Source: an optimization exercise on an open RTL-to-GDS flow (aim: small area). Production flows keep margins and buffers that such runs may drop.
In this exercise RTL edits were held to simulation tests only and were not proved equivalent to the original.
Power and IR drop assume default switching activity.

--- flow/run.sh ---
#!/bin/bash
# synth_recipe.tcl (not shown) runs the flow's synth.tcl, then flattens the netlist and writes it again
# the make line also repeats each setting of config.mk as NAME=value (left out here)
make -C /OpenROAD-flow-scripts/flow DESIGN_CONFIG=/design/flow/config.mk WORK_HOME=/design/flow/orfs CLKGATE_MAP_FILE= SYNTH_SCRIPT=/design/flow/synth_recipe.tcl finish
--- flow/config.mk ---
export PLATFORM = sky130hd
export DESIGN_NAME = fpgaSynth
export DESIGN_NICKNAME = fpgaSynth
export VERILOG_FILES = /design/flow/design.v
export SDC_FILE = /design/flow/constraint.sdc
export NUM_CORES = 4
export LEC_CHECK = 0
export CAP_MARGIN = 20
export CORE_MARGIN = 2
export CORE_UTILIZATION = 40
export SLEW_MARGIN = 20
--- flow/constraint.sdc ---
create_clock -name core_clock -period 12.0 [get_ports {MAX10_CLK2_50}]
set_input_delay 2.4000 -clock core_clock [delete_from_list [all_inputs] [get_ports {MAX10_CLK2_50}]]
set_output_delay 2.4000 -clock core_clock [all_outputs]
set_load 0.01 [all_outputs]
--- flow/design.v ---
`timescale 1ns/1ps
package synthPkg;
	localparam int NumVoices = 4;
	localparam int VoiceIdxW = 2;
	localparam int PhaseW = 32;
	localparam int SampleW = 16;
	localparam int AmpW = 16;
	typedef enum logic [1:0] {
		WaveSaw,
		WaveSquare,
		WaveTriangle,
		WaveOff
	} waveSelT;
	typedef enum logic {
		CfgPhase,
		CfgVoice
	} cfgKindT;
	typedef struct packed {
		logic [13:0]     unused;
		waveSelT         waveSel;
		logic [AmpW-1:0] amplitude;
	} voiceCtlT;
	typedef union packed {
		logic [PhaseW-1:0] phaseIncr;
		voiceCtlT          voiceCtl;
	} cfgWordT;
endpackage
`timescale 1ns/1ps
module voiceRegs (
	input  logic                           MAX10_CLK2_50,
	input  logic                           arstN,
	input  logic                           cfgWe,
	input  synthPkg::cfgKindT              cfgKind,
	input  logic [synthPkg::VoiceIdxW-1:0] cfgVoice,
	input  synthPkg::cfgWordT              cfgData,
	input  logic [synthPkg::VoiceIdxW-1:0] cfgVoiceIdx,
	output logic [synthPkg::PhaseW-1:0]    cfgPhaseIncr,
	output synthPkg::waveSelT              cfgWaveSel,
	output logic [synthPkg::AmpW-1:0]      cfgAmplitude
);
	logic [synthPkg::PhaseW-1:0] incrReg [synthPkg::NumVoices];
	synthPkg::waveSelT           waveReg [synthPkg::NumVoices];
	logic [synthPkg::AmpW-1:0]   ampReg  [synthPkg::NumVoices];
	always_ff @(posedge MAX10_CLK2_50 or negedge arstN) begin
		if (!arstN) begin
			for (int v = 0; v < synthPkg::NumVoices; v++) begin
				incrReg[v] <= '0;
				waveReg[v] <= synthPkg::WaveOff;
				ampReg[v]  <= '0;
			end
		end else if (cfgWe) begin
			if (cfgKind == synthPkg::CfgPhase) begin
				incrReg[cfgVoice] <= cfgData.phaseIncr;
			end else begin
				waveReg[cfgVoice] <= cfgData.voiceCtl.waveSel;
				ampReg[cfgVoice]  <= cfgData.voiceCtl.amplitude;
			end
		end
	end
	assign cfgPhaseIncr = incrReg[cfgVoiceIdx];
	assign cfgWaveSel   = waveReg[cfgVoiceIdx];
	assign cfgAmplitude = ampReg[cfgVoiceIdx];
endmodule
`timescale 1ns/1ps
module voiceEngine #(
	parameter int FifoDepth = 8
) (
	input  logic                                MAX10_CLK2_50,
	input  logic                                arstN,
	output logic [synthPkg::VoiceIdxW-1:0]      cfgVoiceIdx,
	input  logic [synthPkg::PhaseW-1:0]         cfgPhaseIncr,
	input  synthPkg::waveSelT                   cfgWaveSel,
	input  logic [synthPkg::AmpW-1:0]           cfgAmplitude,
	output logic                                sampleValid,
	output logic signed [synthPkg::SampleW-1:0] sampleData,
	input  logic                                creditReturn
);
	localparam int CreditW = $clog2(FifoDepth + 1);
	localparam int AccW = synthPkg::SampleW + synthPkg::VoiceIdxW;
	localparam logic signed [synthPkg::SampleW-1:0] WaveMax = synthPkg::SampleW'(2 ** (synthPkg::SampleW - 1) - 1);
	localparam logic signed [synthPkg::SampleW-1:0] WaveMin = synthPkg::SampleW'(-(2 ** (synthPkg::SampleW - 1)));
	localparam logic signed [AccW-1:0] SatMax = AccW'(2 ** (synthPkg::SampleW - 1) - 1);
	localparam logic signed [AccW-1:0] SatMin = AccW'(-(2 ** (synthPkg::SampleW - 1)));
	logic                         running;
	logic [synthPkg::VoiceIdxW-1:0]         voiceIdx;
	logic                         lastVoice;
	logic [synthPkg::PhaseW-1:0]            phase [synthPkg::NumVoices];
	logic [synthPkg::PhaseW-1:0]            curPhase;
	logic [synthPkg::SampleW-2:0]           fold;
	logic signed [synthPkg::SampleW-1:0]    waveVal;
	logic signed [synthPkg::SampleW+synthPkg::AmpW:0] product;
	logic signed [synthPkg::SampleW-1:0]    scaled;
	logic signed [AccW-1:0]       acc;
	logic signed [AccW-1:0]       accNext;
	logic signed [synthPkg::SampleW-1:0]    mixed;
	logic [CreditW-1:0]           creditCnt;
	logic [CreditW-1:0]           creditNext;
	assign cfgVoiceIdx = voiceIdx;
	assign lastVoice = voiceIdx == synthPkg::VoiceIdxW'(synthPkg::NumVoices - 1);
	assign curPhase = phase[voiceIdx];
	assign fold = curPhase[synthPkg::PhaseW-1] ? ~curPhase[synthPkg::PhaseW-2 -: synthPkg::SampleW-1]
		: curPhase[synthPkg::PhaseW-2 -: synthPkg::SampleW-1];
	always_comb begin
		case (cfgWaveSel)
			synthPkg::WaveSaw:      waveVal = curPhase[synthPkg::PhaseW-1 -: synthPkg::SampleW];
			synthPkg::WaveSquare:   waveVal = curPhase[synthPkg::PhaseW-1] ? WaveMin : WaveMax;
			synthPkg::WaveTriangle: waveVal = {~fold[synthPkg::SampleW-2], fold[synthPkg::SampleW-3:0], 1'b0};
			default:      waveVal = '0;
		endcase
	end
	assign product = waveVal * $signed({1'b0, cfgAmplitude});
	assign scaled = synthPkg::SampleW'(product >>> synthPkg::AmpW);
	assign accNext = acc + AccW'(scaled);
	always_comb begin
		if (accNext > SatMax) begin
			mixed = WaveMax;
		end else if (accNext < SatMin) begin
			mixed = WaveMin;
		end else begin
			mixed = accNext[synthPkg::SampleW-1:0];
		end
	end
	always_comb begin
		creditNext = creditCnt;
		if (sampleValid && !creditReturn) begin
			creditNext = creditCnt - 1'b1;
		end else if (creditReturn && !sampleValid) begin
			creditNext = creditCnt + 1'b1;
		end
	end
	always_ff @(posedge MAX10_CLK2_50 or negedge arstN) begin
		if (!arstN) begin
			running     <= 1'b0;
			voiceIdx    <= '0;
			acc         <= '0;
			sampleValid <= 1'b0;
			creditCnt   <= CreditW'(FifoDepth);
			for (int v = 0; v < synthPkg::NumVoices; v++) begin
				phase[v] <= '0;
			end
		end else begin
			creditCnt   <= creditNext;
			sampleValid <= 1'b0;
			if (running) begin
				phase[voiceIdx] <= curPhase + cfgPhaseIncr;
				acc <= accNext;
				if (lastVoice) begin
					running     <= 1'b0;
					voiceIdx    <= '0;
					sampleValid <= 1'b1;
				end else begin
					voiceIdx <= voiceIdx + 1'b1;
				end
			end else if (creditNext != '0) begin
				running <= 1'b1;
				acc     <= '0;
			end
		end
	end
	always_ff @(posedge MAX10_CLK2_50) begin
		if (running && lastVoice) begin
			sampleData <= mixed;
		end
	end
endmodule
`timescale 1ns/1ps
module sampleFifo #(
	parameter int FifoDepth = 8
) (
	input  logic                         MAX10_CLK2_50,
	input  logic                         arstN,
	input  logic                         sampleValid,
	input  logic [synthPkg::SampleW-1:0] sampleData,
	output logic                         creditReturn,
	input  logic                         popReq,
	output logic [synthPkg::SampleW-1:0] popData,
	output logic                         fifoEmpty
);
	localparam int PtrW = FifoDepth > 1 ? $clog2(FifoDepth) : 1;
	localparam int CntW = $clog2(FifoDepth + 1);
	logic [synthPkg::SampleW-1:0] mem [FifoDepth];
	logic [PtrW-1:0]    wrPtr;
	logic [PtrW-1:0]    rdPtr;
	logic [CntW-1:0]    count;
	logic               pop;
	assign fifoEmpty = count == '0;
	assign pop = popReq && !fifoEmpty;
	assign popData = mem[rdPtr];
	always_ff @(posedge MAX10_CLK2_50) begin
		if (sampleValid) begin
			mem[wrPtr] <= sampleData;
		end
	end
	always_ff @(posedge MAX10_CLK2_50 or negedge arstN) begin
		if (!arstN) begin
			wrPtr        <= '0;
			rdPtr        <= '0;
			count        <= '0;
			creditReturn <= 1'b0;
		end else begin
			if (sampleValid) begin
				wrPtr <= (wrPtr == PtrW'(FifoDepth - 1)) ? '0 : wrPtr + 1'b1;
			end
			if (pop) begin
				rdPtr <= (rdPtr == PtrW'(FifoDepth - 1)) ? '0 : rdPtr + 1'b1;
			end
			case ({sampleValid, pop})
				2'b10:   count <= count + 1'b1;
				2'b01:   count <= count - 1'b1;
				default: count <= count;
			endcase
			creditReturn <= pop;
		end
	end
endmodule
`timescale 1ns/1ps
module i2sTransmitter #(
	parameter int SclkDiv = 4
) (
	input  logic                         MAX10_CLK2_50,
	input  logic                         arstN,
	output logic                         popReq,
	input  logic [synthPkg::SampleW-1:0] popData,
	input  logic                         fifoEmpty,
	output logic                         i2sSclk,
	output logic                         i2sLrclk,
	output logic                         i2sData
);
	localparam int DivW = SclkDiv > 1 ? $clog2(SclkDiv) : 1;
	localparam int WordBits = 2 * synthPkg::SampleW;
	localparam int BitW = $clog2(WordBits);
	logic [DivW-1:0]     divCnt;
	logic                divTick;
	logic                fallTick;
	logic                loadTick;
	logic [BitW-1:0]     bitCnt;
	logic [BitW-1:0]     bitNext;
	logic [synthPkg::SampleW-1:0]  loadSample;
	logic [WordBits-1:0] shiftReg;
	assign divTick = divCnt == DivW'(SclkDiv - 1);
	assign fallTick = divTick && i2sSclk;
	assign bitNext = bitCnt + 1'b1;
	assign loadTick = fallTick && (bitNext == '0);
	assign popReq = loadTick && !fifoEmpty;
	assign loadSample = fifoEmpty ? '0 : popData;
	always_ff @(posedge MAX10_CLK2_50 or negedge arstN) begin
		if (!arstN) begin
			divCnt   <= '0;
			i2sSclk  <= 1'b0;
			i2sLrclk <= 1'b0;
			i2sData  <= 1'b0;
			bitCnt   <= BitW'(WordBits - 1);
		end else begin
			divCnt <= divTick ? '0 : divCnt + 1'b1;
			if (divTick) begin
				i2sSclk <= ~i2sSclk;
			end
			if (fallTick) begin
				bitCnt   <= bitNext;
				i2sLrclk <= bitNext[BitW-1];
				i2sData  <= loadTick ? loadSample[synthPkg::SampleW-1] : shiftReg[WordBits-1];
			end
		end
	end
	always_ff @(posedge MAX10_CLK2_50) begin
		if (loadTick) begin
			shiftReg <= {loadSample[synthPkg::SampleW-2:0], loadSample, 1'b0};
		end else if (fallTick) begin
			shiftReg <= shiftReg << 1;
		end
	end
endmodule
`timescale 1ns/1ps
module fpgaSynth #(
	parameter int FifoDepth = 8,
	parameter int SclkDiv   = 4
) (
	input  logic                           MAX10_CLK2_50,
	input  logic                           arstN,
	input  logic                           cfgWe,
	input  logic                           cfgKind,
	input  logic [1:0]                     cfgVoice,
	input  logic [31:0]                    cfgData,
	output logic                           i2sSclk,
	output logic                           i2sLrclk,
	output logic                           i2sData
);
	logic [synthPkg::VoiceIdxW-1:0] cfgVoiceIdx;
	logic [synthPkg::PhaseW-1:0]    cfgPhaseIncr;
	synthPkg::waveSelT              cfgWaveSel;
	logic [synthPkg::AmpW-1:0]      cfgAmplitude;
	logic                      sampleValid;
	logic signed [synthPkg::SampleW-1:0] sampleData;
	logic                      creditReturn;
	logic                      popReq;
	logic [synthPkg::SampleW-1:0]        popData;
	logic                      fifoEmpty;
	voiceRegs regs0 (
		.MAX10_CLK2_50 (MAX10_CLK2_50),
		.arstN         (arstN),
		.cfgWe         (cfgWe),
		.cfgKind       (synthPkg::cfgKindT'(cfgKind)),
		.cfgVoice      (cfgVoice),
		.cfgData       (synthPkg::cfgWordT'(cfgData)),
		.cfgVoiceIdx   (cfgVoiceIdx),
		.cfgPhaseIncr  (cfgPhaseIncr),
		.cfgWaveSel    (cfgWaveSel),
		.cfgAmplitude  (cfgAmplitude)
	);
	voiceEngine #(.FifoDepth(FifoDepth)) engine0 (
		.MAX10_CLK2_50 (MAX10_CLK2_50),
		.arstN         (arstN),
		.cfgVoiceIdx   (cfgVoiceIdx),
		.cfgPhaseIncr  (cfgPhaseIncr),
		.cfgWaveSel    (cfgWaveSel),
		.cfgAmplitude  (cfgAmplitude),
		.sampleValid   (sampleValid),
		.sampleData    (sampleData),
		.creditReturn  (creditReturn)
	);
	sampleFifo #(.FifoDepth(FifoDepth)) fifo0 (
		.MAX10_CLK2_50 (MAX10_CLK2_50),
		.arstN         (arstN),
		.sampleValid   (sampleValid),
		.sampleData    (sampleData),
		.creditReturn  (creditReturn),
		.popReq        (popReq),
		.popData       (popData),
		.fifoEmpty     (fifoEmpty)
	);
	i2sTransmitter #(.SclkDiv(SclkDiv)) i2sTx0 (
		.MAX10_CLK2_50 (MAX10_CLK2_50),
		.arstN         (arstN),
		.popReq        (popReq),
		.popData       (popData),
		.fifoEmpty     (fifoEmpty),
		.i2sSclk       (i2sSclk),
		.i2sLrclk      (i2sLrclk),
		.i2sData       (i2sData)
	);
endmodule
==> results.py <==
metrics = {
    "detailed_routing": {
        "dr.pass1.iters": 9,
        "totalWireLength_um": 82300,
        "ant_nets": 0,
        "via_per_inst": 5.29,
        "routedWlPerCell_um": 19.1,
        "drcViolationCount": 0,
        "dr.first_iter.drc_count": 1657,
        "vias": 22757,
    },
    "synth": {
        "synth_ff_type": "dfrtp_1",
        "synth-seq-cells": 550,
        "syn_area_per_cell_um2": 11.0,
        "synth_edf_count": 175,
        "syn-num-nets": 3500,
        "synthesis.area_um2": 34000,
        "ys_seq_area_share_pct": 43.2,
        "ys_warn_count": 8,
        "synthArstFlopShare_pct": 68.2,
        "synthCells": 3084,
        "yosysUniqueCellTypes": 75,
    },
    "worst_hold_path": {
        "min_path_type": "reg -> reg",
    },
    "sta": {
        "setup_slack_ns": 0.699,
        "setup_viol": 0,
        "report.final.slew_viol_count": 0,
        "fin_worst_skew_ns": 0.0599,
        "hold_viol": 0,
        "fmax_mhz": 88.5,
        "worstMarginPinSlew_ns": 1.03,
        "whs_ns": 0.436,
        "min_period_ns": 11.30,
        "fin_crit_sh_pct": 94.2,
        "slew_headroom_pct": 31.5,
    },
    "floorplan": {
        "die_area_um2": 87200,
        "row_count": 106,
        "die_y_um": 295,
        "fp.coreArea_um2": 83800,
        "fp.dieW_um": 295,
        "start_util_pct": 40.5,
        "io_pins": 41,
    },
    "clocking": {
        "cts_tree": "built",
        "clock_latency_ns": 0.64,
        "cts_hold_buf": 0,
        "cts_buffers": 59,
        "htree_levels": 2,
        "cts.sink_count": 550,
        "path_clk_slew_ns": 0.06,
        "cts_buffer_depth": 3,
        "cts_root_buf": "clkbuf_16",
    },
    "grt": {
        "grt_usage_pct": 19.5,
        "grt_max_degree": 116,
        "grt_pass1_wl_um": 133000,
        "grt_pass1_vias": 23112,
        "grt-ovfl-total": 0,
        "grt_antenna_before_repair": 2,
    },
    "worst_setup_path": {
        "crit_slowest_cell": "a222oi_1",
        "critPathMaxStageDelay_ns": 0.56,
        "start_kind": "flop",
        "critical_path_arrival_ns": 11.61,
        "worstSetupPathType": "reg -> reg",
        "worst-path-max-fanout": 33,
        "end_kind": "flop",
        "critical_path_required_ns": 12.30,
    },
    "flow_run": {
        "max_cap_violations": 0,
    },
    "placed_design": {
        "pre_cts_slack_ns": 0.563,
        "dp.cells": 4194,
        "gp_congestion": 0.908,
        "place_area_um2": 35800,
        "dpl.hpwl_um": 57600,
        "io_buffers": 40,
    },
    "power_and_ir_drop": {
        "p_leak_nw": 16.8,
        "ir_worst_vdd_v": 0.000525,
        "pwr_density_cell_nw_per_um2": 301,
    },
    "layout": {
        "fin_nets": 3537,
        "layout.cells.non_filler": 4301,
        "diodes": 0,
        "final_core_util_pct": 45.1,
        "final_cell_area_um2": 37800,
        "drive_above_1_share_pct": 15.2,
        "syn_to_final_growth_pct": 11.4,
        "layout.filler_cells": 7855,
    },
    "outcome": {
        "status": "no timing/DRC/antenna violations",
    },
}
[critical path, delay by kind of cell, from the launching register on]
| family | cells | cell delay [ns] |
|---|---|---|
| adder cells (fa/ha/maj) | 9 | 3.94 |
| AO/OA/AOI/OAI | 14 | 3.14 |
| AND/OR/NAND/NOR | 8 | 1.79 |
| buffers and inverters | 8 | 0.88 |
| XOR/XNOR | 3 | 0.51 |
| flip-flops | 1 | 0.47 |
| multiplexers | 1 | 0.23 |
[per-stage QoR]
step	TNS [ns]	power (mW)
5_1_grt	-0.00391	12.6
3_5_place_dp	0	9.64
4_1_cts	0	11.5
3_3_place_gp	0	9.63
2_1_floorplan	0	7.77
6_report	0	11.4
[cell usage in the layout (no fill, tap or decap), drive strengths merged, types with 4 or more instances in the layout]
cell | Yosys | layout
a211oi | 7 | 7
a21boi | 5 | 5
a21o | 65 | 65
a21oi | 134 | 134
a222oi | 66 | 66
a22oi | 16 | 16
a31oi | 6 | 6
and2 | 18 | 18
and3 | 13 | 13
buf | 30 | 70
bufinv | 0 | 5
clkbuf | 103 | 84
clkdlybuf4s50 | 0 | 39
clkinv | 1 | 15
dfrtp | 361 | 361
dfstp | 14 | 14
edfxtp | 175 | 175
fa | 196 | 196
ha | 182 | 182
inv | 286 | 289
mux2 | 240 | 240
mux2i | 44 | 44
mux4 | 32 | 32
nand2 | 466 | 466
nand2b | 19 | 19
nand3 | 18 | 18
nand4 | 9 | 9
nor2 | 242 | 242
nor2b | 17 | 17
nor3 | 18 | 18
nor4 | 4 | 4
o211ai | 10 | 10
o21a | 19 | 19
o21ai | 105 | 105
o21bai | 6 | 6
o311a | 4 | 4
o31a | 4 | 4
or3 | 11 | 11
xnor2 | 64 | 64
xor2 | 29 | 29
[worst paths after layout]
check                                         start                     to  slack (ns)  cells after the start
worst min-delay path               i2sTx0.divCnt[0]       i2sTx0.divCnt[0]        0.44                      1
worst min register to register     i2sTx0.divCnt[0]       i2sTx0.divCnt[0]        0.44                      1
min in group asynchronous                     arstN   regs0.incrReg[2][18]        1.82                      1
worst max-delay path            engine0.voiceIdx[0]  engine0.sampleData[7]        0.70                     43
worst max register to register  engine0.voiceIdx[0]  engine0.sampleData[7]        0.70                     43
max in group asynchronous                     arstN    regs0.ampReg[3][10]        7.96                      3
[power by group]
part | internal [mW] | switching, mW | leakage, nW
logic | 2.97 | 4.34 | 9.53
clock network | 1.05 | 0.759 | 0.941
registers | 2.17 | 0.0794 | 6.34
[cell usage after synthesis, types with 19 or more instances]
| master | n | share of area, % |
|---|---|---|
| o21a_1 | 19 | 0.42 |
| mux2i_1 | 43 | 1.3 |
| edfxtp_1 | 175 | 15 |
| nand2b_1 | 19 | 0.35 |
| xor2_1 | 28 | 0.72 |
| inv_1 | 285 | 3.2 |
| a222oi_1 | 66 | 1.9 |
| dfrtp_1 | 361 | 27 |
| a21o_1 | 65 | 1.4 |
| ha_1 | 182 | 6.7 |
| nor2_1 | 242 | 2.7 |
| a21oi_1 | 129 | 1.9 |
| xnor2_1 | 62 | 1.6 |
| clkbuf_1 | 103 | 1.1 |
| fa_1 | 196 | 12 |
| buf_1 | 20 | 0.22 |
| mux4_2 | 32 | 2.1 |
| mux2_2 | 239 | 7.9 |
| nand2_1 | 466 | 5.2 |
| o21ai_0 | 93 | 1.4 |
[cell families after synthesis]
group	after synthesis	share of synthesized area [%]
DFF	550	43.2
xor gates and xnor gates	93	2.47
adders and majority gates	378	18.3
buffers and inverters	420	4.79
AOI/OAI and AO/OA	479	9.59
muxes	316	11.4
and+or+nand+nor	848	10.3
[layout make-up]
type	count	area, um^2	share of cell area [%]
clock buffer	84	1660	4.39
clock inverter	23	268	0.708
inverter	287	1100	2.92
multi-input combinational	2114	17800	47.0
sequential	550	14700	38.8
tap	1134	1420	3.75
timing repair buffer	109	927	2.45
[flip-flops by register name, indices dropped and copies added, names as in the netlist, 2 cells and up]
name                count
fifo0.mem             128
engine0.creditCnt       4
i2sTx0.divCnt           2
i2sTx0.shiftReg        31
engine0.phase         128
regs0.waveReg           8
engine0.voiceIdx        2
engine0.acc            18
i2sTx0.bitCnt           5
regs0.incrReg         128
fifo0.wrPtr             3
fifo0.rdPtr             3
regs0.ampReg           64
engine0.sampleData     16
fifo0.count             4
[per-layer routing]
metal	up-vias	global-route usage [%]	share of wire [%]	wire, um
li1	10664	-	-	-
met1	11452	27.5	47	38300
met2	519	30.9	45	37400
met3	120	3.08	5.2	4270
met4	2	5.97	2.8	2310
met5	-	0	0.013	11
[timing repair]
| item | in CTS | in global routing |
|---|---|---|
| endpoints found under the setup margin | 0 | 16 |
| hold endpoints to repair | 0 | 0 |
| buffers inserted | 0 | 0 |
| resized for setup | 0 | 11 |

-- separate check: timing with driven ports --
The results above use ideal ports. As a check the final layout listed here was re-extracted and re-timed, cells and wires unchanged.
Step 1, drivers: a clkbuf_16 drives MAX10_CLK2_50 and a buf_2 each remaining input, both assumed.
Step 2, shift: input delay + t, output delay - t, t = (earliest + latest rising clock arrival at the registers) / 2. This alone moves slack from input paths to output paths.
a / b / c = ideal ports / drivers / drivers and shift; a / b = the first two.
t (ns): 0.672
slack for setup (ns): 0.699 / 0.699 / 0.699
hold slack, ns: 0.436 / 0.436 / 0.436
After both steps setup and hold are still met in this run. The setup slack of this run moves by 0.000 ns with the drivers and by 0.000 ns with both steps.
